Source: an optimization exercise on an open RTL-to-GDS flow (aim: small area, a short achievable clock period and few clock cycles per item). Production flows keep margins and buffers that such runs may drop.
Where RTL was checked, it was by simulation tests only, not by an equivalence proof against the original.
The RTL of run 1 was laid out without a check of its function.
Power is estimated from default activity; no workload was simulated.

===== flow/config.mk =====
export PLATFORM = sky130hd
export DESIGN_NAME = byte_stream_find_replace
export DESIGN_NICKNAME = byte_stream_find_replace
export VERILOG_FILES = /design/flow/design.v
export SDC_FILE = /design/flow/constraint.sdc
export NUM_CORES = 4
export LEC_CHECK = 0
export CAP_MARGIN = 20
export CORE_MARGIN = 2
export CORE_UTILIZATION = 60
export SETUP_SLACK_MARGIN = 4.0
export SLEW_MARGIN = 20

===== flow/constraint.sdc =====
create_clock -name core_clock -period 6.5 [get_ports {clk}]
set_input_delay 1.3000 -clock core_clock [delete_from_list [all_inputs] [get_ports {clk}]]
set_output_delay 1.3000 -clock core_clock [all_outputs]
set_load 0.01 [all_outputs]

===== flow/design.v =====
`default_nettype none
module byte_stream_find_replace #(
  parameter int MAX_PATTERN     = 16,
  parameter int MAX_REPLACEMENT = 16
) (
  input  wire logic        clk,
  input  wire logic        rst_n,
  input  wire logic        cfg_we,
  input  wire logic [2:0]  cfg_index,
  input  wire logic [63:0] cfg_wdata,
  input  wire logic        in_tvalid,
  output logic             in_tready,
  input  wire logic [7:0]  in_tdata,
  input  wire logic        in_tlast,
  output logic             out_tvalid,
  input  wire logic        out_tready,
  output logic [7:0]       out_tdata,
  output logic             out_tuser,
  output logic             out_tlast
);
  localparam int DEPTH = 16;
  localparam int AW    = 4;
  logic         pzero_r;
  logic [3:0]   pm1_r;
  logic         rzero_r;
  logic [3:0]   rm1_r;
  logic [127:0] pat_r;
  logic [127:0] rep_r;
  logic [4:0]   wlen;
  logic         plen_we;
  assign wlen    = (cfg_wdata[4] && (cfg_wdata[3:0] != 4'd0)) ? 5'd16 : cfg_wdata[4:0];
  assign plen_we = cfg_we && (cfg_index == 3'd0);
  always_ff @(posedge clk) begin
    if (!rst_n) begin
      pzero_r <= 1'b1;
      pm1_r   <= '0;
      rzero_r <= 1'b1;
      rm1_r   <= '0;
      pat_r   <= '0;
      rep_r   <= '0;
    end else if (cfg_we) begin
      case (cfg_index)
        3'd0: begin pzero_r <= (wlen == 5'd0); pm1_r <= 4'(wlen - 5'd1); end
        3'd1: pat_r[63:0]   <= cfg_wdata;
        3'd2: pat_r[127:64] <= cfg_wdata;
        3'd3: begin rzero_r <= (wlen == 5'd0); rm1_r <= 4'(wlen - 5'd1); end
        3'd4: rep_r[63:0]   <= cfg_wdata;
        3'd5: rep_r[127:64] <= cfg_wdata;
        default: ;
      endcase
    end
  end
  logic        rdy_r;
  logic        v1_r;
  logic [7:0]  b1_r;
  logic        l1_r;
  logic [15:0] eq_in;
  logic        v1_nxt;
  always_comb begin
    for (int k = 0; k < 16; k++) begin
      eq_in[k] = (in_tdata == pat_r[8*k +: 8]);
    end
  end
  logic [15:0] pm_oh;
  always_comb begin
    for (int k = 0; k < 16; k++) begin
      pm_oh[k] = !pzero_r && (pm1_r == 4'(k));
    end
  end
  assign in_tready = rdy_r;
  assign v1_nxt    = rdy_r ? in_tvalid : v1_r;
  always_ff @(posedge clk) begin
    if (!rst_n) begin
      v1_r <= 1'b0;
    end else begin
      v1_r <= v1_nxt;
    end
  end
  logic [9:0]    mem_r [DEPTH];    
  logic [AW:0]   wr_ptr_r;
  logic [AW:0]   c_ptr_r;
  logic [AW:0]   rd_ptr_r;
  logic [AW:0]   wr_nxt;
  logic [AW:0]   c_nxt;
  logic [3:0]    w_r;
  logic [3:0]    w_nxt;
  logic [15:0]   dn_r;            
  logic [15:0]   d_base;          
  logic [15:0]   d_in;
  logic          m_r;             
  logic          full_r;          
  logic          go;
  logic          match;
  logic          commit_all;
  logic          wr_rep;
  logic          nf_nxt;
  assign go         = v1_r && rdy_r;
  assign match      = m_r;
  assign commit_all = l1_r || pzero_r;
  assign wr_rep     = !rzero_r || l1_r;
  assign d_in       = {d_base[14:0], 1'b1} & eq_in;
  logic eqp_in;
  logic pfx_base;
  assign eqp_in   = |(eq_in & pm_oh);
  assign pfx_base = |({d_base[14:0], 1'b1} & pm_oh);
  always_ff @(posedge clk) begin
    if (rdy_r) begin
      m_r   <= eqp_in && pfx_base;
      b1_r  <= in_tdata;
      l1_r  <= in_tlast;
    end
  end
  always_comb begin
    wr_nxt = wr_ptr_r;
    c_nxt  = c_ptr_r;
    w_nxt  = w_r;
    d_base = dn_r;
    if (plen_we) begin
      wr_nxt = c_ptr_r;
      w_nxt  = '0;
      d_base = '0;
    end else if (go) begin
      if (match) begin
        c_nxt  = c_ptr_r + (wr_rep ? 1'b1 : 1'b0);
        wr_nxt = c_ptr_r + (wr_rep ? 1'b1 : 1'b0);
        w_nxt  = '0;
        d_base = '0;
      end else if (commit_all) begin
        c_nxt  = wr_ptr_r + 1'b1;
        wr_nxt = wr_ptr_r + 1'b1;
        w_nxt  = '0;
        d_base = '0;
      end else if (full_r) begin
        c_nxt  = c_ptr_r + 1'b1;
        wr_nxt = wr_ptr_r + 1'b1;
      end else begin
        wr_nxt = wr_ptr_r + 1'b1;
        w_nxt  = w_r + 1'b1;
      end
    end
  end
  assign nf_nxt = !((wr_nxt[AW-1:0] == rd_ptr_r[AW-1:0]) && (wr_nxt[AW] != rd_ptr_r[AW]));
  always_ff @(posedge clk) begin
    if (!rst_n) begin
      rdy_r    <= 1'b1;
      wr_ptr_r <= '0;
      c_ptr_r  <= '0;
      w_r      <= '0;
      dn_r     <= '0;
      full_r   <= 1'b0;
    end else begin
      rdy_r    <= !v1_nxt || nf_nxt;
      wr_ptr_r <= wr_nxt;
      c_ptr_r  <= c_nxt;
      w_r      <= w_nxt;
      dn_r     <= (rdy_r && in_tvalid) ? d_in : d_base;
      full_r   <= (w_nxt == pm1_r);
    end
  end
  always_ff @(posedge clk) begin
    for (int i = 0; i < DEPTH; i++) begin
      if (go && (match ? (wr_rep && (c_ptr_r[AW-1:0] == AW'(i)))
                       : (wr_ptr_r[AW-1:0] == AW'(i)))) begin
        mem_r[i] <= {match, l1_r, b1_r};
      end
    end
  end
  logic [9:0]  head;
  logic [7:0]  repb;
  logic        h_valid;
  logic        h_rep;
  logic        load;
  logic        step;
  logic        fin;
  logic [15:0] rd_oh_r;
  logic [3:0]  idx_r;
  logic [3:0]  idx_nxt;
  logic        idxl_r;             
  logic        ovalid_r;
  logic [7:0]  odata_r;
  logic        ouser_r;
  logic        olast_r;
  always_comb begin
    head = '0;
    for (int i = 0; i < DEPTH; i++) begin
      head = head | (mem_r[i] & {10{rd_oh_r[i]}});
    end
  end
  assign repb      = rep_r[8*idx_r +: 8];
  assign h_rep     = head[9];
  assign h_valid   = (rd_ptr_r != c_ptr_r);
  assign load      = !ovalid_r || out_tready;
  assign step      = load && h_valid;
  assign fin       = !h_rep || rzero_r || idxl_r;
  assign idx_nxt   = !step ? idx_r : (fin ? 4'd0 : idx_r + 4'd1);
  always_ff @(posedge clk) begin
    if (!rst_n) begin
      ovalid_r <= 1'b0;
      rd_ptr_r <= '0;
      rd_oh_r  <= 16'd1;
      idx_r    <= '0;
      idxl_r   <= 1'b0;
    end else begin
      if (load) begin
        ovalid_r <= h_valid;
      end
      if (step && fin) begin
        rd_ptr_r <= rd_ptr_r + 1'b1;
        rd_oh_r  <= {rd_oh_r[14:0], rd_oh_r[15]};
      end
      idx_r   <= idx_nxt;
      idxl_r  <= (idx_nxt == rm1_r);
    end
  end
  always_ff @(posedge clk) begin
    if (step) begin
      odata_r <= !h_rep ? head[7:0] : (rzero_r ? 8'd0 : repb);
      ouser_r <= !(h_rep && rzero_r);
      olast_r <= head[8] && fin;
    end
  end
  assign out_tvalid = ovalid_r;
  assign out_tdata  = odata_r;
  assign out_tuser  = ouser_r;
  assign out_tlast  = olast_r;
endmodule
`default_nettype wire

===== flow/flow/run.sh =====
#!/bin/bash
# Standard layout, with two changes: the clock tree uses no dummy loads, and
# ports are buffered with buf_2 cells. The make output goes to make.log here;
# each ORFS step keeps its own log under orfs/logs.
set -euo pipefail
export CTS_ARGS="-sink_clustering_enable -repair_clock_nets -dont_use_dummy_load -sink_clustering_size 24 -sink_clustering_max_diameter 80"
export BUFFER_PORTS_ARGS="-buffer_cell sky130_fd_sc_hd__buf_2"
bash standard.sh finish > make.log 2>&1

===== flow/standard.sh =====
#!/bin/bash
# synth_recipe.tcl (not shown) runs the flow's synth.tcl, then flattens the netlist and writes it again
# the make line also repeats each setting of config.mk as NAME=value (left out here)
make -C /OpenROAD-flow-scripts/flow DESIGN_CONFIG=/design/flow/config.mk WORK_HOME=/design/flow/orfs CLKGATE_MAP_FILE= SYNTH_SCRIPT=/design/flow/synth_recipe.tcl "${@:-finish}"

==> out/results.tsv, run 1 <==
stage	metric	value	unit
outcome	status	complete, no violations	
route	initial DRC count	1492	
placed_design	routability cong.	0.8571	
route	Via density	6.102	
placed_design	placed standard-cell area	23010	sq um
worst_setup_path	CP max-delay cell	mux4_2	
pwr	peak supply drop	223.2	uV
worst_setup_path	R2R depth	5	
sta	hold_ws	0.4589	ns
sta	Worst-Margin Slew	0.9588	ns
synthesis	main flop type after synthesis	dfxtp_1	
worst_setup_path	Cell Chain, Critical Path	buf_6 > mux4_2 > mux4_2 > nand2b_1 > o21ai_0	
layout	area taken by multi-input logic gates	9807	sq um
global_routing	total track usage	0.3233	
worst_setup_path	crit path capture type	flop	
worst_setup_path	CP max FO	20	
clocking	deepest clock path buffer count	3	
layout	fillers	2979	
layout	layout cells sized above 1	0.1118	
worst_setup_path	worst r2r src	idx_r[1]	
synthesis	distinct cell type count after synthesis	60	
clocking	CTS clk-pin slew, worst paths	0.09	ns
worst_setup_path	slowest stage delay, CP	0.58	ns
min_path	Hold Crit Start	dn_r[14]	
worst_setup_path	cell mode on critical path	mux4_2	
sta	Slew Viols, Final	0	
sta	final hold violations	0	
sta	Final Skew	0.06917	ns
layout	post-route cell area	23940	sq um
synthesis	synthesized area	22320	sq um
clocking	Root Buffer Master	clkbuf_16	
sta	Worst slew margin	0.3599	
route	number of antenna-violating nets in the routed design	0	
synthesis	Yosys warning count	2	
sta	endpoints failing setup	0	
worst_setup_path	reg2reg setup slack	4.03	ns
synthesis	Synth Area per Inst	10.01	sq um
sta	Final WS setup	4.032	ns
route	final WL	63000	microns
pwr	P_leak	7.976	nW
worst_setup_path	nature of the critical path startpoint	flop	
clocking	H-tree level count	1	
min_path	hold depth	2	
worst_setup_path	RR Endpoint	odata_r[0]	
clocking	CTS Hold Bufs	0	
synthesis	Post-synth ARST share	0	
placed_design	hpwl dp	41400	microns
synthesis	Synth Register Bits	505	
floorplan	initial cell density of the core	0.6097	
route	DR DRC count	0	
worst_setup_path	WS Path Type	reg2reg	
sta	RSZ-0062 raised after global routing	yes	
placed_design	Port Buffers	92	
min_path	Hold Crit Class	reg2reg	
floorplan	die area	38760	sq um
floorplan	die width	196.9	microns
global_routing	vias in the first global route	15630	
synthesis	Syn Nets	2325	
clocking	CTS tree	built	
synthesis	cell count after synthesis	2230	
sta	Final Critical Period	2.468	ns
placed_design	placed insts	2659	
layout	area grow syn2layout	7.237	%
route	WL/cell	23.37	microns
global_routing	initial antenna violation count	3	
layout	non-filler instance count after layout	2696	
route	DR pass1 iterations	5	
worst_setup_path	crit path DAT	2.77	ns
global_routing	global route overflow	0	
floorplan	Row Count	70	
worst_setup_path	Critical Path Start	idx_r[1]	
clocking	clk sinks	505	
synthesis	number of synthesized flops with an enable pin	180	
worst_setup_path	Req. time, crit path	6.80	ns
min_path	Endpoint, Worst Hold	dn_r[14]	
layout	nets@finish	2324	
sta	f_max	0.4052	GHz
pwr	PD cells	249.2	nW/um^2
global_routing	largest net degree at the start of global routing	164	
global_routing	global-route wire length before repair	94700	microns
layout	Reg area	11940	sq um
placed_design	worst slack, placed	3.219	ns
clocking	worst-skew pair later-pin latency	0.59	ns
sta	Final Cycle Share	0.3797	
clocking	CTS buffer count	27	
route	vias	16450	
floorplan	io pins	93	
flow_run	Max-Cap Viols	0	
synthesis	register area share after synthesis	0.5337	
floorplan	area of the core	36610	sq um
sta	setup tns final	0	ns
floorplan	die height	196.9	microns
[cell type report]
type | instances | share of cell area
Tap cell | 468 | 0.02446
Antenna cell | 1 | 0.0001045
Sequential cell | 505 | 0.4988
Clock buffer | 27 | 0.02823
Timing Repair Buffer | 135 | 0.03738
Multi-Input combinational cell | 1552 | 0.4097
Inverter | 8 | 0.001255
[stage by stage]
stage / util / total power, mW
floorplan: - / 4.003
global placement: 0.6284 / 4.268
detailed placement: 0.6284 / 4.283
CTS: 0.6502 / 5.978
global route: 0.6538 / 6.156
finish: 0.6538 / 5.965
[cells by family (layout without fill, tap and decap cells)]
kind of cell / after synthesis / after routing / synth area share
compound gates: 482 / 482 / 0.1584
xor+xnor: 163 / 163 / 0.06396
fa+ha+maj: 14 / 14 / 0.007848
buf+inv: 173 / 170 / 0.03117
flops: 505 / 505 / 0.5337
mux: 49 / 49 / 0.04445
other cells: 0 / 1 / 0
simple gates: 844 / 844 / 0.1605
[worst max-delay path, delay by kind of cell, from the launching register on]
family | cells | cell delay, ns
AO/OA/AOI/OAI | 1 | 0.15
multiplexers | 2 | 1.02
buffers and inverters | 1 | 0.30
AND/OR/NAND/NOR | 1 | 0.11
flip-flops | 1 | 0.57
[power by group]
group	internal (mW)	leakage, nW	switching, mW
sequential	3.39	4.27	0.111
clock	0.738	0.333	0.985
combinational	0.268	3.38	0.471
total	4.40	7.98	1.57
[cells in the final DEF, fill, tap and decap left out, drive strengths merged, types with 6 or more instances in the layout]
cell	Yosys	routed
dfxtp	325	325
nor2	52	52
a21oi	31	31
ha	14	14
nand2b	15	15
nand3	44	44
mux4	40	40
and2	14	14
xnor2	83	83
nor3	9	9
a211oi	8	8
mux2i	8	8
edfxtp	180	180
xor2	80	80
a221oi	13	13
nand4	31	31
a21boi	277	277
inv	8	8
nand2	613	613
a22o	13	13
and3	6	6
buf	40	134
nor4	19	19
o21ai	33	33
a22oi	70	70
nor2b	20	20
clkbuf	125	28
o211a	8	8
[state kept, by name, summed over array words and instances, names as in the netlist, 5 cells and up]
signal and cells:
dn_r 15, b1_r 8, wr_ptr_r 5, c_ptr_r 5
rd_oh_r 16, pat_r 128, rep_r 128, mem_r 160
odata_r 8, rd_ptr_r 5
[how the worst max path moves through the flow]
| stage | end | slack [ns] | cells past startpoint |
|---|---|---|---|
| 3_3_place_gp | m_r | 3.27 | 8 |
| 5_1_grt | m_r | 3.94 | 8 |
| 4_1_cts | odata_r[0] | 3.98 | 5 |
| 2_1_floorplan | m_r | 3.68 | 9 |
| 6_report | odata_r[0] | 4.03 | 5 |
| 3_5_place_dp | m_r | 3.22 | 8 |
[what timing repair did]
action	CTS	global route
setup buffers	6	2
gates resized for setup	31	25
setup endpoints to repair	50	20
pin swaps	1	0
cloned	0	1
[layer usage]
layer / vias to the layer above / share of wire / track usage
met3: 148 / 0.063 / 0.03919
met5: - / 0.00027 / 0
met2: 582 / 0.48 / 0.5410
met4: 2 / 0.046 / 0.1250
li1: 7697 / - / -
met1: 8023 / 0.41 / 0.4325
[cell usage after synthesis (all sizes together) (14+ instances only)]
cell type,number,share of area
a21boi,277,0.093
a21oi,31,0.0075
a22oi,70,0.024
and2,14,0.0039
buf,40,0.0087
clkbuf,125,0.021
dfxtp,325,0.29
edfxtp,180,0.24
ha,14,0.0078
mux4,40,0.040
nand2,613,0.10
nand2b,15,0.0042
nand3,44,0.0099
nand4,31,0.0087
nor2,52,0.0087
nor2b,20,0.0056
nor4,19,0.0053
o21ai,33,0.0076
xnor2,83,0.033
xor2,80,0.031
==> run 2, diff against run 1 <==
--- a/flow/design.v
+++ b/flow/design.v
@@ -30,2 +30,3 @@
   logic         plen_we;
+  logic         plen_clr_r;      
   assign wlen    = (cfg_wdata[4] && (cfg_wdata[3:0] != 4'd0)) ? 5'd16 : cfg_wdata[4:0];
@@ -52,3 +53,5 @@
   end
-  logic        rdy_r;
+  logic        rdy_r;           
+  logic        nrdy_r;          
+  logic        rdy;
   logic        v1_r;
@@ -64,2 +67,3 @@
   logic [15:0] pm_oh;
+  logic [15:0] rm_oh;
   always_comb begin
@@ -67,2 +71,3 @@
       pm_oh[k] = !pzero_r && (pm1_r == 4'(k));
+      rm_oh[k] = (rm1_r == 4'(k));
     end
@@ -70,3 +75,4 @@
   assign in_tready = rdy_r;
-  assign v1_nxt    = rdy_r ? in_tvalid : v1_r;
+  assign rdy       = !nrdy_r;
+  assign v1_nxt    = rdy ? in_tvalid : v1_r;
   always_ff @(posedge clk) begin
@@ -96,3 +102,3 @@
   logic          nf_nxt;
-  assign go         = v1_r && rdy_r;
+  assign go         = v1_r && rdy;
   assign match      = m_r;
@@ -106,3 +112,3 @@
   always_ff @(posedge clk) begin
-    if (rdy_r) begin
+    if (rdy) begin
       m_r   <= eqp_in && pfx_base;
@@ -117,3 +123,3 @@
     d_base = dn_r;
-    if (plen_we) begin
+    if (plen_clr_r) begin
       wr_nxt = c_ptr_r;
@@ -145,2 +151,4 @@
       rdy_r    <= 1'b1;
+      nrdy_r   <= 1'b0;
+      plen_clr_r <= 1'b0;
       wr_ptr_r <= '0;
@@ -152,2 +160,4 @@
       rdy_r    <= !v1_nxt || nf_nxt;
+      nrdy_r   <= v1_nxt && !nf_nxt;
+      plen_clr_r <= plen_we;
       wr_ptr_r <= wr_nxt;
@@ -155,3 +165,3 @@
       w_r      <= w_nxt;
-      dn_r     <= (rdy_r && in_tvalid) ? d_in : d_base;
+      dn_r     <= (rdy && in_tvalid) ? d_in : d_base;
       full_r   <= (w_nxt == pm1_r);
@@ -175,4 +185,4 @@
   logic [15:0] rd_oh_r;
-  logic [3:0]  idx_r;
-  logic [3:0]  idx_nxt;
+  logic [15:0] ix_oh_r;
+  logic [15:0] ix_oh_nxt;
   logic        idxl_r;             
@@ -184,7 +194,8 @@
     head = '0;
+    repb = '0;
     for (int i = 0; i < DEPTH; i++) begin
       head = head | (mem_r[i] & {10{rd_oh_r[i]}});
-    end
-  end
-  assign repb      = rep_r[8*idx_r +: 8];
+      repb = repb | (rep_r[8*i +: 8] & {8{ix_oh_r[i]}});
+    end
+  end
   assign h_rep     = head[9];
@@ -194,3 +205,3 @@
   assign fin       = !h_rep || rzero_r || idxl_r;
-  assign idx_nxt   = !step ? idx_r : (fin ? 4'd0 : idx_r + 4'd1);
+  assign ix_oh_nxt = !step ? ix_oh_r : (fin ? 16'd1 : {ix_oh_r[14:0], 1'b0});
   always_ff @(posedge clk) begin
@@ -200,3 +211,3 @@
       rd_oh_r  <= 16'd1;
-      idx_r    <= '0;
+      ix_oh_r  <= 16'd1;
       idxl_r   <= 1'b0;
@@ -210,4 +221,4 @@
       end
-      idx_r   <= idx_nxt;
-      idxl_r  <= (idx_nxt == rm1_r);
+      ix_oh_r <= ix_oh_nxt;
+      idxl_r  <= |(ix_oh_nxt & rm_oh);
     end
--- a/flow/config.mk
+++ b/flow/config.mk
@@ -9,3 +9,3 @@
 export CORE_MARGIN = 2
-export CORE_UTILIZATION = 60
+export CORE_UTILIZATION = 70
 export SETUP_SLACK_MARGIN = 4.0
==> out/results.tsv, run 2 <==
stage	metric	value	unit
floorplan	initial cell density of the core	0.7055	
synthesis	Area contributors post-synth	dfxtp_1, edfxtp_1, nand2_1	
synthesis	post-synthesis mux area share	0.01575	
synthesis	Post-synth ARST share	0	
synthesis	synthesized area	22090	sq um
global_routing	initial antenna violation count	4	
global_routing	global route overflow	0	
clocking	Root Buffer Master	clkbuf_16	
min_path	Hold Crit Class	reg2reg	
clocking	CTS tree	built	
clocking	CTS clk-pin slew, worst paths	0.09	ns
layout	fillers	2288	
layout	most frequent cells in the layout	nand2_1, dfxtp_1, a21oi_1	
layout	non-filler instance count after layout	2717	
global_routing	total track usage	0.3884	
synthesis	largest family of logic cells by synthesized area	simple AND/OR/NAND/NOR gates	
synthesis	register area share after synthesis	0.5519	
synthesis	area leader, netlist	dfxtp_1	
sta	Final Cycle Share	0.3714	
pwr	PD cells	260.1	nW/um^2
worst_setup_path	critical path buffer and inverter count	2	
clocking	deepest clock path buffer count	3	
route	DR DRC count	0	
route	vias	17880	
pwr	P_leak	7.588	nW
global_routing	M1 GR Usage	0.5112	
pwr	peak supply drop	227.1	uV
layout	nets@finish	2410	
clocking	clk sinks	519	
route	DR pass1 iterations	6	
synthesis	main flop type after synthesis	dfxtp_1	
synthesis	Synth top area share	0.3072	
placed_design	worst slack, placed	2.965	ns
floorplan	Row Count	65	
worst_setup_path	WS Path Type	in2reg	
layout	layout cells sized above 1	0.09464	
synthesis	Adder-Cell Fraction of Synth Area	0.007363	
synthesis	distinct cell type count after synthesis	68	
sta	final hold violations	0	
synthesis	Synth Area in Compound Gates	0.1616	
synthesis	Yosys warning count	2	
sta	Final WS setup	4.086	ns
synthesis	Post-Synth Simple-Gate Area	0.1668	
route	number of antenna-violating nets in the routed design	0	
route	final WL	64900	microns
placed_design	hpwl dp	42710	microns
worst_setup_path	crit path DAT	2.87	ns
worst_setup_path	top cell family by delay on the critical path	compound AO/OA/AOI/OAI gates	
placed_design	routability cong.	0.9034	
route	initial DRC count	2486	
global_routing	global-route wire length before repair	98120	microns
clocking	CTS buffer count	26	
floorplan	die height	181.6	microns
synthesis	number of synthesized flops with an enable pin	180	
global_routing	gr busiest metal	met2	
route	Via density	6.579	
sta	Final Skew	0.02828	ns
route	WL/cell	23.89	microns
placed_design	placed insts	2689	
sta	Worst slew margin	0.4056	
worst_setup_path	Req. time, crit path	6.96	ns
layout	commonest non-fill, non-tap cell in the layout	nand2_1	
sta	setup tns final	0	ns
worst_setup_path	Cell Chain, Critical Path	buf_2 > inv_12 > a21oi_1 > o21ai_0 > a2111o_1 > a211o_1	
sta	f_max	0.4142	GHz
outcome	status	complete, no violations	
global_routing	routing usage on met2	0.6363	
worst_setup_path	CP max FO	179	
layout	largest reg by FF count	mem_r	
floorplan	area of the core	31310	sq um
sta	RSZ-0062 raised after global routing	yes	
floorplan	io pins	93	
floorplan	die area	32990	sq um
layout	Top Registers	mem_r (160), pat_r (128), rep_r (128)	
clocking	H-tree level count	1	
worst_setup_path	crit path capture type	flop	
worst_setup_path	CP max-delay cell	a2111o_1	
sta	Slew Viols, Final	0	
worst_setup_path	slowest stage delay, CP	0.42	ns
sta	Final Critical Period	2.414	ns
flow_run	Max-Cap Viols	0	
global_routing	M3 GR Usage	0.05556	
synthesis	top cells by count, synth	nand2_1, dfxtp_1, a21oi_1	
placed_design	Port Buffers	92	
global_routing	vias in the first global route	16560	
synthesis	Syn Nets	2429	
layout	area grow syn2layout	6.440	%
sta	endpoints failing setup	0	
synthesis	cell count after synthesis	2335	
global_routing	largest net degree at the start of global routing	180	
clocking	CTS Hold Bufs	0	
synthesis	Synth Area per Inst	9.460	sq um
synthesis	XOR/XNOR Fraction of Synth Area	0.06146	
clocking	worst-skew pair later-pin latency	0.57	ns
worst_setup_path	nature of the critical path startpoint	input port	
layout	max reg flops	160	
synthesis	top-count cell post-synth	nand2_1	
floorplan	die width	181.6	microns
sta	Worst-Margin Slew	0.8848	ns
synthesis	Synth Register Bits	519	
run 2: changes by cell type after synthesis, sizes merged, moves of 24 or more:
cell,before,now
a22oi,70,112
a221oi,13,37
a21boi,277,0
nor2,52,111
mux4,40,1
nand2,613,568
a21oi,31,293
xor2,80,23
xnor2,83,132
run 2: metal layers:
metal / routed length [microns] / part of all wire / up-vias
li1: - / - / 8107
met4: 3784 / 0.058 / 6
met5: 40 / 0.00062 / -
met1: 24840 / 0.38 / 8545
met2: 30060 / 0.46 / 1015
met3: 6172 / 0.095 / 203
run 2: kinds of logic after synthesis:
kind of cell	after synthesis
muxes	33
adders and majority gates	13
buffers and inverters	192
xor gates and xnor gates	155
DFF	519
AOI/OAI and AO/OA	559
and+or+nand+nor	864
run 2: final timing paths:
check | start | to | slack [ns] | cells after the start
hold / removal | rep_r[83] | rep_r[83] | 0.46 | 2
setup reg to reg | nrdy_r | rdy_r | 4.11 | 6
setup / recovery | rst_n | rdy_r | 4.09 | 6
hold reg to reg | rep_r[83] | rep_r[83] | 0.46 | 2
run 2: worst min-delay path, stage by stage (launching register included):
cell and delay [ns]:
dfxtp_1 0.31, nand2_1 0.05, a21oi_1 0.05
run 2: area by class of cell:
class                   instances  area, sq um  area share
diodes                          1        2.502   0.0001064
clock buffers                  26        650.6     0.02767
well taps                     402        503.0     0.02139
inverters                      15        73.82    0.003140
repair buffers                130        820.8     0.03491
multi-input cells            1624         9251      0.3935
flip-flops and latches        519        12210      0.5193
run 2: metrics by stage:
stage / power (mW) / utilization / hold slack, ns / instance area (sq um)
floorplan: 4.150 / - / 0.4325 / 22200
global placement: 4.429 / 0.7236 / 0.4410 / 22660
detailed placement: 4.448 / 0.7238 / 0.4472 / 22660
CTS: 6.086 / 0.7472 / 0.4580 / 23390
global route: 6.275 / 0.7509 / 0.4717 / 23510
finish: 6.116 / 0.7509 / 0.4575 / 23510
run 2: what timing repair did:
action / in CTS / in global routing
endpoints found under the hold margin: 0 / 0
buffers inserted: 1 / 0
gates resized for setup: 31 / 28
endpoints found under the setup margin: 133 / 167
pin swaps: 0 / 1
run 2: report_power, final:
| group | internal (mW) | switching, mW |
|---|---|---|
| Clock | 0.714 | 0.982 |
| Combinational | 0.293 | 0.509 |
| Sequential | 3.48 | 0.142 |
Testbench counts of run 2, summed over its fixed seeds: cycles 95,180, items 28,800.
==> run 3, diff against run 2 <==
==> flow/flow/run.sh (replaced) <==
#!/bin/bash
# Standard layout, with three changes: the clock tree uses no dummy loads,
# clusters of up to 24 sinks within 80 um per leaf buffer, and ports are
# buffered with buf_2 cells. The make output goes to make.log here; each
# ORFS step keeps its own log under orfs/logs.
set -euo pipefail
export CTS_ARGS="-sink_clustering_enable -repair_clock_nets -dont_use_dummy_load -sink_clustering_size 24 -sink_clustering_max_diameter 80"
export BUFFER_PORTS_ARGS="-buffer_cell sky130_fd_sc_hd__buf_2"
bash standard.sh finish > make.log 2>&1
--- a/flow/config.mk
+++ b/flow/config.mk
@@ -12 +12,2 @@
 export SLEW_MARGIN = 20
+export TNS_END_PERCENT = 20
==> out/results.tsv, run 3 <==
stage	metric	value	unit
layout	area taken by multi-input logic gates	9230	sq um
worst_setup_path	critical path buffer and inverter count	2	
sta	Slew Viols, Final	0	
sta	final hold violations	0	
pwr	P_leak	7.558	nW
sta	Worst slew margin	0.4097	
pwr	peak supply drop	207.4	uV
clocking	clk sinks	519	
layout	max reg flops	160	
layout	Reg area	12220	sq um
global_routing	largest net degree at the start of global routing	136	
route	WL/cell	23.68	microns
layout	fillers	2298	
clocking	CTS clk-pin slew, worst paths	0.09	ns
pwr	sequential power share	0.598	
placed_design	hpwl dp	42070	microns
global_routing	total track usage	0.3858	
placed_design	worst slack, placed	3.184	ns
floorplan	die width	181.6	microns
worst_setup_path	slowest stage delay, CP	0.56	ns
route	final WL	64290	microns
worst_setup_path	CP max FO	64	
worst_setup_path	crit path capture type	flop	
worst_setup_path	worst r2r src	m_r	
worst_setup_path	reg2reg setup slack	4.05	ns
layout	Top Registers	mem_r (160), pat_r (128), rep_r (128)	
clocking	H-tree level count	1	
clocking	Root Buffer Master	clkbuf_16	
pwr	Comb pwr share	0.128	
floorplan	io pins	93	
layout	area grow syn2layout	6.106	%
layout	layout cells sized above 1	0.09351	
worst_setup_path	CP max-delay cell	buf_4	
sta	Final WS setup	3.922	ns
sta	f_max	0.3879	GHz
synthesis	Syn Nets	2429	
synthesis	Yosys warning count	2	
sta	Final Skew	0.06132	ns
placed_design	Port Buffers	92	
synthesis	Post-synth ARST share	0	
synthesis	distinct cell type count after synthesis	68	
clocking	deepest clock path buffer count	3	
worst_setup_path	RR Endpoint	rdy_r	
route	DR DRC count	0	
global_routing	initial antenna violation count	2	
min_path	Hold Crit Start	rep_r[44]	
synthesis	top cells by count, synth	nand2_1, dfxtp_1, a21oi_1	
global_routing	vias in the first global route	16490	
worst_setup_path	Cell Chain, Critical Path	buf_2 > nor2b_1 > and3_2 > buf_4 > nand2_1 > a21oi_1	
sta	endpoints failing setup	0	
synthesis	main flop type after synthesis	dfxtp_1	
synthesis	Synth Area per Inst	9.460	sq um
pwr	PD cells	258.2	nW/um^2
outcome	status	complete, no violations	
synthesis	cell count after synthesis	2335	
pwr	switching share of power	0.2647	
pwr	clock power share	0.275	
clocking	worst-skew pair later-pin latency	0.59	ns
worst_setup_path	top cell family by delay on the critical path	simple AND/OR/NAND/NOR gates	
layout	commonest non-fill, non-tap cell in the layout	nand2_1	
synthesis	number of synthesized flops with an enable pin	180	
floorplan	initial cell density of the core	0.7055	
synthesis	top-count cell post-synth	nand2_1	
layout	largest reg by FF count	mem_r	
floorplan	area of the core	31310	sq um
synthesis	area leader, netlist	dfxtp_1	
min_path	hold depth	2	
worst_setup_path	WS Path Type	in2reg	
sta	setup tns final	0	ns
synthesis	synthesized area	22090	sq um
floorplan	die area	32990	sq um
sta	Final Critical Period	2.578	ns
route	vias	17860	
min_path	Hold Crit Class	reg2reg	
sta	Worst-Margin Slew	0.8854	ns
synthesis	Synth top area share	0.3072	
worst_setup_path	nature of the critical path startpoint	input port	
flow_run	Max-Cap Viols	0	
worst_setup_path	crit path DAT	3.09	ns
placed_design	routability cong.	0.9136	
min_path	Endpoint, Worst Hold	rep_r[44]	
pwr	Internal Power	4.449	mW
layout	most frequent cells in the layout	nand2_1, dfxtp_1, a21oi_1	
global_routing	global-route wire length before repair	97110	microns
clocking	CTS Hold Bufs	0	
route	number of antenna-violating nets in the routed design	0	
clocking	CTS tree	built	
sta	Final Cycle Share	0.3966	
route	DR pass1 iterations	5	
worst_setup_path	R2R depth	7	
pwr	Switching Power	1.602	mW
floorplan	Row Count	65	
synthesis	Area contributors post-synth	dfxtp_1, edfxtp_1, nand2_1	
clocking	CTS buffer count	25	
worst_setup_path	Req. time, crit path	7.01	ns
global_routing	global route overflow	0	
synthesis	register area share after synthesis	0.5519	
synthesis	Synth Register Bits	519	
layout	nets@finish	2406	
floorplan	die height	181.6	microns
route	Via density	6.579	
route	initial DRC count	2257	
sta	RSZ-0062 raised after global routing	yes	
[run 3: layout make-up]
type                    count  area share
well taps                 402     0.02146
repair buffers            127     0.03347
clock buffers              25     0.02669
inverters                  15    0.002883
flip-flops and latches    519      0.5214
multi-input cells        1624      0.3938
diodes                      3   0.0003203
[run 3: how the worst max path moves through the flow]
stage / startpoint / to / slack (ns) / cells past startpoint
after floorplan: in_tdata[7] / m_r / 3.81 / 8
after global placement: rst_n / ix_oh_r[8] / 3.24 / 4
after detailed placement: rst_n / ix_oh_r[5] / 3.18 / 4
after CTS: rd_oh_r[4] / rd_oh_r[3] / 3.88 / 7
after global routing: cfg_index[0] / rep_r[76] / 3.90 / 6
final: cfg_index[0] / rep_r[121] / 3.92 / 6
[run 3: worst register-to-register path, stage by stage (launching register included)]
cell        delay (ns)
edfxtp_1          0.37
buf_4             0.36
clkinvlp_4        0.33
o211a_1           0.30
o31ai_2           0.23
xnor2_1           0.12
a2111o_1          0.39
a211o_1           0.23
[run 3: logic make-up (layout without fill, tap and decap cells)]
kind of cell | count (synthesis) | count (layout) | synth area share
other | 0 | 3 | 0
muxes | 33 | 33 | 0.01575
buffers and inverters | 192 | 167 | 0.03512
DFF | 519 | 519 | 0.5519
AOI/OAI and AO/OA | 559 | 559 | 0.1616
xor gates and xnor gates | 155 | 155 | 0.06146
adders and majority gates | 13 | 13 | 0.007364
and+or+nand+nor | 864 | 864 | 0.1668
[run 3: power by group through the flow]
| stage | logic (mW) | clock network (mW) | registers (mW) |
|---|---|---|---|
| after global routing | 0.826 | 1.77 | 3.63 |
| after global placement | 0.727 | 0 | 3.68 |
| final | 0.773 | 1.66 | 3.62 |
| after CTS | 0.750 | 1.66 | 3.61 |
| after detailed placement | 0.740 | 0 | 3.69 |
| after floorplan | 0.527 | 0 | 3.62 |
[run 3: routing by layer]
metal,wire length [microns],global-route usage,part of all wire,vias up
met3,5983,0.04192,0.093,157
met5,0,0,0,-
met4,3189,0.1681,0.050,0
met1,24630,0.5246,0.38,8648
li1,-,-,-,8118
met2,30490,0.6333,0.47,940
[run 3: repair_timing]
action                     4_1_cts  5_1_grt
pin swaps                        0        1
setup endpoints to repair      224      283
buffers inserted                 1        0
resized for setup               24       35
[run 3: stage by stage]
stage | instances | power, mW | hold slack [ns] | area, sq um | utilization
after floorplan | 2335 | 4.150 | 0.4325 | 22190 | -
final | 2715 | 6.051 | 0.4596 | 23440 | 0.7486
after detailed placement | 2686 | 4.428 | 0.4467 | 22630 | 0.7229
after CTS | 2712 | 6.025 | 0.4593 | 23340 | 0.7453
after global placement | 2686 | 4.412 | 0.4407 | 22630 | 0.7229
after global routing | 2713 | 6.226 | 0.4733 | 23430 | 0.7484
==> run 4, diff against run 3 <==
--- a/flow/config.mk
+++ b/flow/config.mk
@@ -12,2 +12 @@
 export SLEW_MARGIN = 20
-export TNS_END_PERCENT = 20
==> out/results.tsv, run 4 <==
stage	metric	value	unit
outcome	status	complete, no violations	
sta	RSZ-0062 raised after global routing	yes	
layout	Top Registers	mem_r (160), pat_r (128), rep_r (128)	
global_routing	vias in the first global route	16560	
worst_setup_path	top cell family by delay on the critical path	compound AO/OA/AOI/OAI gates	
pwr	P_leak	7.588	nW
worst_setup_path	Cell Chain, Critical Path	buf_2 > inv_12 > a21oi_1 > o21ai_0 > a2111o_1 > a211o_1	
floorplan	die height	181.6	microns
worst_setup_path	Req. time, crit path	6.96	ns
synthesis	synthesized area	22090	sq um
synthesis	register area share after synthesis	0.5519	
worst_setup_path	CP max FO	179	
synthesis	Syn Nets	2429	
layout	nets@finish	2410	
floorplan	io pins	93	
pwr	PD cells	260.1	nW/um^2
route	DR pass1 iterations	6	
floorplan	Row Count	65	
synthesis	Synth Area per Inst	9.460	sq um
clocking	Root Buffer Master	clkbuf_16	
worst_setup_path	WS Path Type	in2reg	
sta	f_max	0.4142	GHz
worst_setup_path	nature of the critical path startpoint	input port	
route	Via density	6.579	
worst_setup_path	crit path capture type	flop	
layout	Reg area	12210	sq um
sta	Final Cycle Share	0.3714	
layout	post-route cell area	23510	sq um
layout	area taken by multi-input logic gates	9251	sq um
global_routing	global-route wire length before repair	98120	microns
route	initial DRC count	2486	
global_routing	largest net degree at the start of global routing	180	
global_routing	global route overflow	0	
layout	layout cells sized above 1	0.09464	
clocking	clk sinks	519	
layout	commonest non-fill, non-tap cell in the layout	nand2_1	
worst_setup_path	R2R depth	6	
sta	endpoints failing setup	0	
synthesis	Post-synth ARST share	0	
sta	Final Critical Period	2.414	ns
clocking	CTS tree	built	
synthesis	area leader, netlist	dfxtp_1	
flow_run	Max-Cap Viols	0	
min_path	Hold Crit Class	reg2reg	
clocking	deepest clock path buffer count	3	
layout	max reg flops	160	
layout	largest reg by FF count	mem_r	
worst_setup_path	slowest stage delay, CP	0.42	ns
sta	setup tns final	0	ns
sta	Final Skew	0.02828	ns
clocking	worst-skew pair later-pin latency	0.57	ns
worst_setup_path	Levels on crit path	6	
clocking	CTS buffer count	26	
pwr	peak supply drop	227.1	uV
route	number of antenna-violating nets in the routed design	0	
placed_design	placed standard-cell area	22660	sq um
min_path	hold depth	2	
floorplan	initial cell density of the core	0.7055	
synthesis	top-count cell post-synth	nand2_1	
clocking	CTS clk-pin slew, worst paths	0.09	ns
route	final WL	64900	microns
worst_setup_path	reg2reg setup slack	4.11	ns
worst_setup_path	CP max-delay cell	a2111o_1	
synthesis	cell count after synthesis	2335	
synthesis	Synth Register Bits	519	
placed_design	Port Buffers	92	
route	WL/cell	23.89	microns
route	vias	17880	
sta	Worst slew margin	0.4056	
sta	final hold violations	0	
synthesis	distinct cell type count after synthesis	68	
floorplan	die width	181.6	microns
clocking	H-tree level count	1	
floorplan	area of the core	31310	sq um
synthesis	number of synthesized flops with an enable pin	180	
synthesis	Area contributors post-synth	dfxtp_1, edfxtp_1, nand2_1	
route	DR DRC count	0	
global_routing	initial antenna violation count	4	
layout	fillers	2288	
worst_setup_path	crit path DAT	2.87	ns
synthesis	Synth top area share	0.3072	
worst_setup_path	critical path buffer and inverter count	2	
sta	Slew Viols, Final	0	
synthesis	top cells by count, synth	nand2_1, dfxtp_1, a21oi_1	
placed_design	routability cong.	0.9034	
synthesis	main flop type after synthesis	dfxtp_1	
clocking	CTS Hold Bufs	0	
floorplan	die area	32990	sq um
synthesis	Yosys warning count	2	
placed_design	hpwl dp	42710	microns
pwr	total power draw	6.116	mW
layout	area grow syn2layout	6.440	%
layout	most frequent cells in the layout	nand2_1, dfxtp_1, a21oi_1	
global_routing	total track usage	0.3884	
sta	Worst-Margin Slew	0.8848	ns
-- run 4: cell counts after synthesis --
Identical to the previous run, type by type.
-- run 4: routing by layer --
metal  up-vias  global-route usage  part of all wire
li1       8107                   -                 -
met1      8545              0.5112              0.38
met2      1015              0.6363              0.46
met3       203             0.05556             0.095
met4         6              0.1899             0.058
met5         -                   0           0.00062
-- run 4: what timing repair did --
item                       CTS  global route
pin swaps                    0             1
buffers inserted             1             0
setup endpoints to repair  133           167
resized for setup           31            28
-- run 4: through the flow --
step | hold slack, ns | cells | util | setup WS [ns]
floorplan | 0.4325 | 2335 | - | 3.806
global placement | 0.4410 | 2688 | 0.7236 | 2.972
detailed placement | 0.4472 | 2689 | 0.7238 | 2.965
CTS | 0.4580 | 2716 | 0.7472 | 3.923
global route | 0.4717 | 2717 | 0.7509 | 3.983
finish | 0.4575 | 2717 | 0.7509 | 4.086
-- run 4: tightest hold or removal path, stage by stage (launching register included) --
cell and delay (ns):
dfxtp_1 0.31, nand2_1 0.05, a21oi_1 0.05
-- run 4: final cells by class --
class | count | share of cell area
diodes | 1 | 0.0001064
clock buffers | 26 | 0.02767
inverters | 15 | 0.003140
multi-input cells | 1624 | 0.3935
flip-flops and latches | 519 | 0.5193
well taps | 402 | 0.02139
repair buffers | 130 | 0.03491
-- run 4: kinds of logic (layout without fill, tap and decap cells) --
group	count (synthesis)	count (layout)	share of synthesized area
simple gates	864	864	0.1668
compound gates	559	559	0.1616
flops	519	519	0.5519
buf+inv	192	171	0.03512
xor+xnor	155	155	0.06146
mux	33	33	0.01575
fa+ha+maj	13	13	0.007364
other cells	0	1	0
-- run 4: power by group --
group / switching, mW / leakage (nW) / internal [mW] / total [mW]
Clock: 0.982 / 0.320 / 0.714 / 1.70
Sequential: 0.142 / 4.43 / 3.48 / 3.62
Combinational: 0.509 / 2.84 / 0.293 / 0.802
Total: 1.63 / 7.59 / 4.48 / 6.12
-- run 4: worst paths after layout --
check,start,to
hold / removal,rep_r[83],rep_r[83]
setup reg to reg,nrdy_r,rdy_r
hold reg to reg,rep_r[83],rep_r[83]
setup / recovery,rst_n,rdy_r

## static timing again, ports no longer ideal
How much do the figures lean on ideal ports? The routed layouts below were timed once more, with nothing changed but the port constraints. Step 1 assumes that a clkbuf_16 drives the clock port and a buf_2 every other input. Step 2 times the ports against the registers' clock, not the clock port: input delays grow and output delays shrink by t, the midpoint of the rising clock arrivals with the driver on. Three values: ideal, step 1, step 2; two values: the first two.
| run | t (ns) | setup slack, ns | worst setup path after step 2 | pins driven straight from the clock port |
|---|---|---|---|---|
| run 1 | 0.619 | 4.032 / 3.987 / 3.447 | input to register | 1 |
| run 2 | 0.617 | 4.086 / 4.053 / 3.476 | input to register | 1 |
| run 3 | 0.615 | 3.922 / 3.866 / 3.250 | input to register | 1 |
| run 4 | 0.617 | 4.086 / 4.053 / 3.476 | input to register | 1 |
After both steps every run listed still meets setup and hold. The setup slack of run 3, which loses most, moves by -0.056 ns with the drivers and by -0.672 ns with both steps.
